What follows belongs to an exercise in optimizing a design on an open flow for small area, a short achievable clock period and few clock cycles; a production flow would make more cautious choices. Function was checked by simulation only, so behaviour that the tests miss may differ from the original.

==> flow/design.v, too long to show whole: its modules and the start of the top module <==
// module mat_vec_sequencer: 1215 lines
module mat_vec_sequencer #(
    parameter int FRAC_BITS = 16,
    parameter int DIM_W     = 8
) (
    input  logic             clk,
    input  logic             reset,
    input  logic             start,
    input  logic [DIM_W-1:0] m_dim,
    input  logic [DIM_W-1:0] n_dim,
    input  logic             transpose,
    output logic             mat_read,
    output logic [DIM_W-1:0] mat_m_addr,
    output logic [DIM_W-1:0] mat_n_addr,
    output logic             mat_tr,
    input  logic [31:0]      mat_data,
    output logic [DIM_W-1:0] vec_addr,
    input  logic [31:0]      vec_data,
    output logic             y_valid,
    input  logic             y_ready,
    output logic [DIM_W-1:0] y_addr,
    output logic [31:0]      y_data,
    output logic             busy,
    output logic             done
);
  // ...
==> flow/flow/run.sh <==
#!/bin/bash
# The standard layout (standard.sh) with these changes:
# - Yosys's generic abc pass before full-adder extraction is skipped (-noabc), so extract_fa
#   sees the adder trees as written and does not put inverters between full adders;
# - port buffers are buf_2 rather than the delay buffer buffer_ports picks by itself;
# - clock tree: larger sink clusters and no dummy loads.
# Registers are untouched by all of them.
bash standard.sh SYNTH_ARGS=-noabc SETUP_SLACK_MARGIN=${MARGIN:-8.8} \
  "BUFFER_PORTS_ARGS=-buffer_cell sky130_fd_sc_hd__buf_2" \
  "CTS_ARGS=-sink_clustering_enable -repair_clock_nets -dont_use_dummy_load -sink_clustering_size 24 -sink_clustering_max_diameter 120" \
  finish > standard.log 2>&1
==> flow/standard.sh <==
#!/bin/bash
# synth_recipe.tcl (not shown) runs the flow's synth.tcl, then flattens the netlist and writes it again
# the make line also repeats each setting of config.mk as NAME=value (left out here)
make -C /OpenROAD-flow-scripts/flow DESIGN_CONFIG=/design/flow/config.mk WORK_HOME=/design/flow/orfs CLKGATE_MAP_FILE= SYNTH_SCRIPT=/design/flow/synth_recipe.tcl "${@:-finish}"
==> flow/config.mk <==
export PLATFORM = sky130hd
export DESIGN_NAME = mat_vec_sequencer
export DESIGN_NICKNAME = mat_vec_sequencer
export VERILOG_FILES = /design/flow/design.v
export SDC_FILE = /design/flow/constraint.sdc
export NUM_CORES = 4
export LEC_CHECK = 0
export ABC_AREA = 1
export CAP_MARGIN = 20
export CORE_MARGIN = 2
export CORE_UTILIZATION = 40
export SLEW_MARGIN = 20
export TNS_END_PERCENT = 0
==> flow/constraint.sdc <==
create_clock -name core_clock -period 12.0 [get_ports {clk}]
set_input_delay 2.4000 -clock core_clock [delete_from_list [all_inputs] [get_ports {clk}]]
set_output_delay 2.4000 -clock core_clock [all_outputs]
set_load 0.01 [all_outputs]
==> impl_metrics.toml, run 1 <==
[layout]
buffer_area_share_pct = 4.22
seq_cell_count = 296
reg_top3 = "hb (108), acc (32), an_r (32)"
area_dominant_class = "multi-input gates"
diodes = 2
clk_share_pct = 1.41
fin_nets = 3458
seq_area_um2 = 6680

[worst_setup_path]
start_kind = "flop"
cp.required_ns = 9.60
crit_end = "mat_m_addr[6]"
critical-path-max-stage-delay_ns = 0.48
criticalPathCategory = "flop to output port"

[run]
drv_cap = 0

[synth]
syn_avg_cell_area_um2 = 9.75
synth_common_cells = "508 x xor2_1, 437 x o22ai_1, 403 x fa_1, 230 x dfxtp_1, 228 x inv_1"
synth_top_family_by_area = "adder cells"

[die]
coreArea_um2 = 69900
num_rows = 97

[global_routing]
grt-busiest-layer = "met2"
grt_use_total_pct = 24.2
grt_pass1_vias = 22300

[timing]
relSlewSlack_pct = 43.7
setup_viol = 0
timing.fmax_mhz = 277
finalCritPeriodShare_pct = 30.1

[route]
route.met2.wl_um = 38200
avgRoutedWirePerCell_um = 23.5

[worst_hold_path]
holdPathStages = 0

[clocking]
clkTransAtPathRegs_ns = 0.10
cts-root-buf = "clkbuf_16"
post_cts.repair.setup_buffers = 6

[outcome]
status = "complete, no violations"

[placed_design]
dp.cells = 3781
dp_hpwl_um = 57900
Testbench counts, summed over its fixed seeds: cycles 39,365.
==> run 2: changes to the inputs <==
--- a/flow/flow/run.sh
+++ b/flow/flow/run.sh
@@ -7,5 +7,5 @@
 # Registers are untouched by all of them.
-bash standard.sh SYNTH_ARGS=-noabc SETUP_SLACK_MARGIN=${MARGIN:-8.8} \
+bash standard.sh SYNTH_ARGS=-noabc SETUP_SLACK_MARGIN=${MARGIN:-8.5} \
   "BUFFER_PORTS_ARGS=-buffer_cell sky130_fd_sc_hd__buf_2" \
-  "CTS_ARGS=-sink_clustering_enable -repair_clock_nets -dont_use_dummy_load -sink_clustering_size 24 -sink_clustering_max_diameter 120" \
+  "CTS_ARGS=-sink_clustering_enable -repair_clock_nets -dont_use_dummy_load -sink_clustering_size 27 -sink_clustering_max_diameter 135" \
   finish > standard.log 2>&1
--- a/flow/config.mk
+++ b/flow/config.mk
@@ -12,2 +12,2 @@
 export SLEW_MARGIN = 20
-export TNS_END_PERCENT = 0
+export TNS_END_PERCENT = 5
==> impl_metrics.toml, run 2 <==
[outcome]
status = "complete, no violations"

[synth]
synth-main-ff-cell = "dfxtp_1"
ys.warnings.count = 1
synth_mux_area_share_pct = 0
syn_area_um2 = 28200
synth_compound_area_share_pct = 13.2
synth_simple_gate_area_share_pct = 6.70
synth_xor_xnor_area_share_pct = 17.0
async_reset_ff_share_pct = 3.04
synth-seq-area-share_pct = 23.2
synth_nets = 3484
synth_area_leaders = "fa_1 29%, dfxtp_1 16%, xor2_1 16%"
synth_top_area_share_pct = 28.6
syn_avg_cell_area_um2 = 9.75
ys_ff_latch = 296
synth_top_family_by_area = "adder cells"
yosysMostFrequentCell = "xor2_1"
synthCells = 2896
synth_area_leader_cell = "fa_1"
synth_common_cells = "508 x xor2_1, 437 x o22ai_1, 403 x fa_1, 230 x dfxtp_1, 228 x inv_1"
synth-edff-count = 57
synth_cell_types = 45
synth_fa_ha_area_share_pct = 33.0

[timing]
finalCritPeriodShare_pct = 30.0
timing.fmax_mhz = 278
finClkSkew_ns = 0.0558
setup_viol = 0
rsz0062_at_grt = "yes"
fin_ws_ns = 8.40
period_needed_ns = 3.60
max_slew.worst_pin.slew_ns = 0.831
slew_viol_final = 0
hold_viol = 0
relSlewSlack_pct = 44.4
tns_ns = 0

[layout]
mostFrequentLayoutCells = "508 x xor2_1, 437 x o22ai_1, 402 x fa_1, 227 x inv_1, 219 x nand2_1"
layout_commonest_cell = "xor2_1"
diodes = 0
drive_above_1_share_pct = 11.6
area_growth_pct = 8.08
largest_reg_flops = 108
fin_nets = 3464
reg_top3 = "hb (108), acc (32), an_r (32)"
largest-register = "hb"

[worst_setup_path]
critPathMaxFanout = 2
cp.required_ns = 9.60
path_buf_inv = 1
criticalPathCategory = "flop to output port"
start_kind = "flop"
critical-path-max-stage-delay_ns = 0.47
crit_arrival_ns = 1.20
critPathSlowestCell = "edfxtp_1"
endpoint_kind = "output port"
critPathTopFamily = "flip-flops"
path_cells = "buf_2"

[run]
drv_cap = 0

[route]
ant_nets = 0
avgRoutedWirePerCell_um = 24.0
drt_pass1_iterations = 7
drtIter0Drc = 2610
vias = 22000
vias_per_cell = 5.76
drc = 0
wl_um = 91500

[global_routing]
grt_pass1_wl_um = 135000
grt-ovfl-total = 0
grt_use_total_pct = 24.0
grt_max_degree = 35
grt_antenna_before_repair = 1
grt_pass1_vias = 22400

[placed_design]
portBuffers = 153
gp_congestion = 0.913
dp_hpwl_um = 58300
dp_slack_ns = 7.98

[die]
coreArea_um2 = 69900
die_w_um = 270
io_pins = 154
die-area_um2 = 72700
start_util_pct = 40.4
num_rows = 97
die_h_um = 270

[clocking]
cts-root-buf = "clkbuf_16"
numCtsBuffers = 15
cts_sinks = 296
clkTransAtPathRegs_ns = 0.10
cts_tree = "done"
cts.path.max_buffers = 3
clock_latency_ns = 0.56
cts-htree-levels = 1

[worst_hold_path]
hold_class = "flop to flop"
-- run 2: cell types whose count changed in the layout (fill, tap and decap cells not counted), sizes merged --
| cell | previous run | this run |
|---|---|---|
| buf | 213 | 219 |
| diode | 2 | 0 |
-- run 2: layout make-up --
cell class / instances / area [µm²]
clock buffer: 15 / 375
fill: 6774 / 39400
inverter: 235 / 886
tap: 940 / 1180
timing repair buffer: 221 / 1580
multi-input combinational: 2107 / 19800
sequential: 296 / 6680
-- run 2: path summary, 6_finish.rpt --
kind	start	to	slack, ns	cells past startpoint
setup / recovery	r[3]	mat_m_addr[3]	8.40	1
hold / removal	fA	fB	0.33	0
setup reg to reg	an_r[13]	hb[31]	8.42	8
hold reg to reg	fA	fB	0.33	0
max in group asynchronous	reset	rd_q	9.91	2
min in group asynchronous	reset	done_q	1.80	2
-- run 2: kinds of logic after synthesis --
| group | after synthesis |
|---|---|
| AO/OA/AOI/OAI | 611 |
| AND/OR/NAND/NOR | 446 |
| flip-flops | 296 |
| adder cells (fa/ha/maj) | 503 |
| XOR/XNOR | 547 |
| buffers and inverters | 493 |
-- run 2: through the flow --
stage,cells,hold WS [ns],area (µm²),utilization (%)
after global routing,3814,0.346,30500,43.7
after CTS,3805,0.338,30100,43.0
final,3814,0.335,30500,43.7
after detailed placement,3780,0.313,29500,42.2
after floorplan,2896,0.310,28300,-
after global placement,3780,0.311,29500,42.2
-- run 2: repair_timing --
| item | 4_1_cts | 5_1_grt |
|---|---|---|
| pin swaps | 0 | 1 |
| endpoints found under the setup margin | 92 | 106 |
| hold buffers | 0 | 0 |
| gates resized for setup | 46 | 58 |
| hold endpoints to repair | 0 | 0 |
| buffers inserted | 10 | 9 |
-- run 2: metal layers --
metal	GRT usage [%]	vias to the layer above	part of all wire, %
met5	0	-	0.014
met4	8.83	2	4.1
met3	8.30	348	13
met2	35.7	1471	42
met1	32.1	10600	40
li1	-	9563	-

## separate check: timing with driven ports
How much do the figures lean on ideal ports? The routed layouts below were timed once more, with nothing changed but the port constraints. Step 1: set_driving_cell puts a clkbuf_16 on clk and a buf_2 on each other input, an assumption about the parent block. Step 2, shift: input delay + t, output delay - t, t = (earliest + latest rising clock arrival at the registers) / 2. This alone moves slack from input paths to output paths. Slacks: ideal / step 1 / step 2; pairs: ideal / step 1.
| run | t, ns | setup WS [ns] | hold WS [ns] | clock arrival spread, ns |
|---|---|---|---|---|
| run 1 | 0.591 | 8.384 / 8.315 / 7.975 | 0.303 / 0.303 / 0.303 | 0.071 / 0.071 |
| run 2 | 0.590 | 8.402 / 8.340 / 7.975 | 0.335 / 0.335 / 0.335 | 0.056 / 0.055 |
After both steps every run listed still meets setup and hold. The setup slack of run 2, which loses most, moves by -0.062 ns with the drivers and by -0.427 ns with both steps.
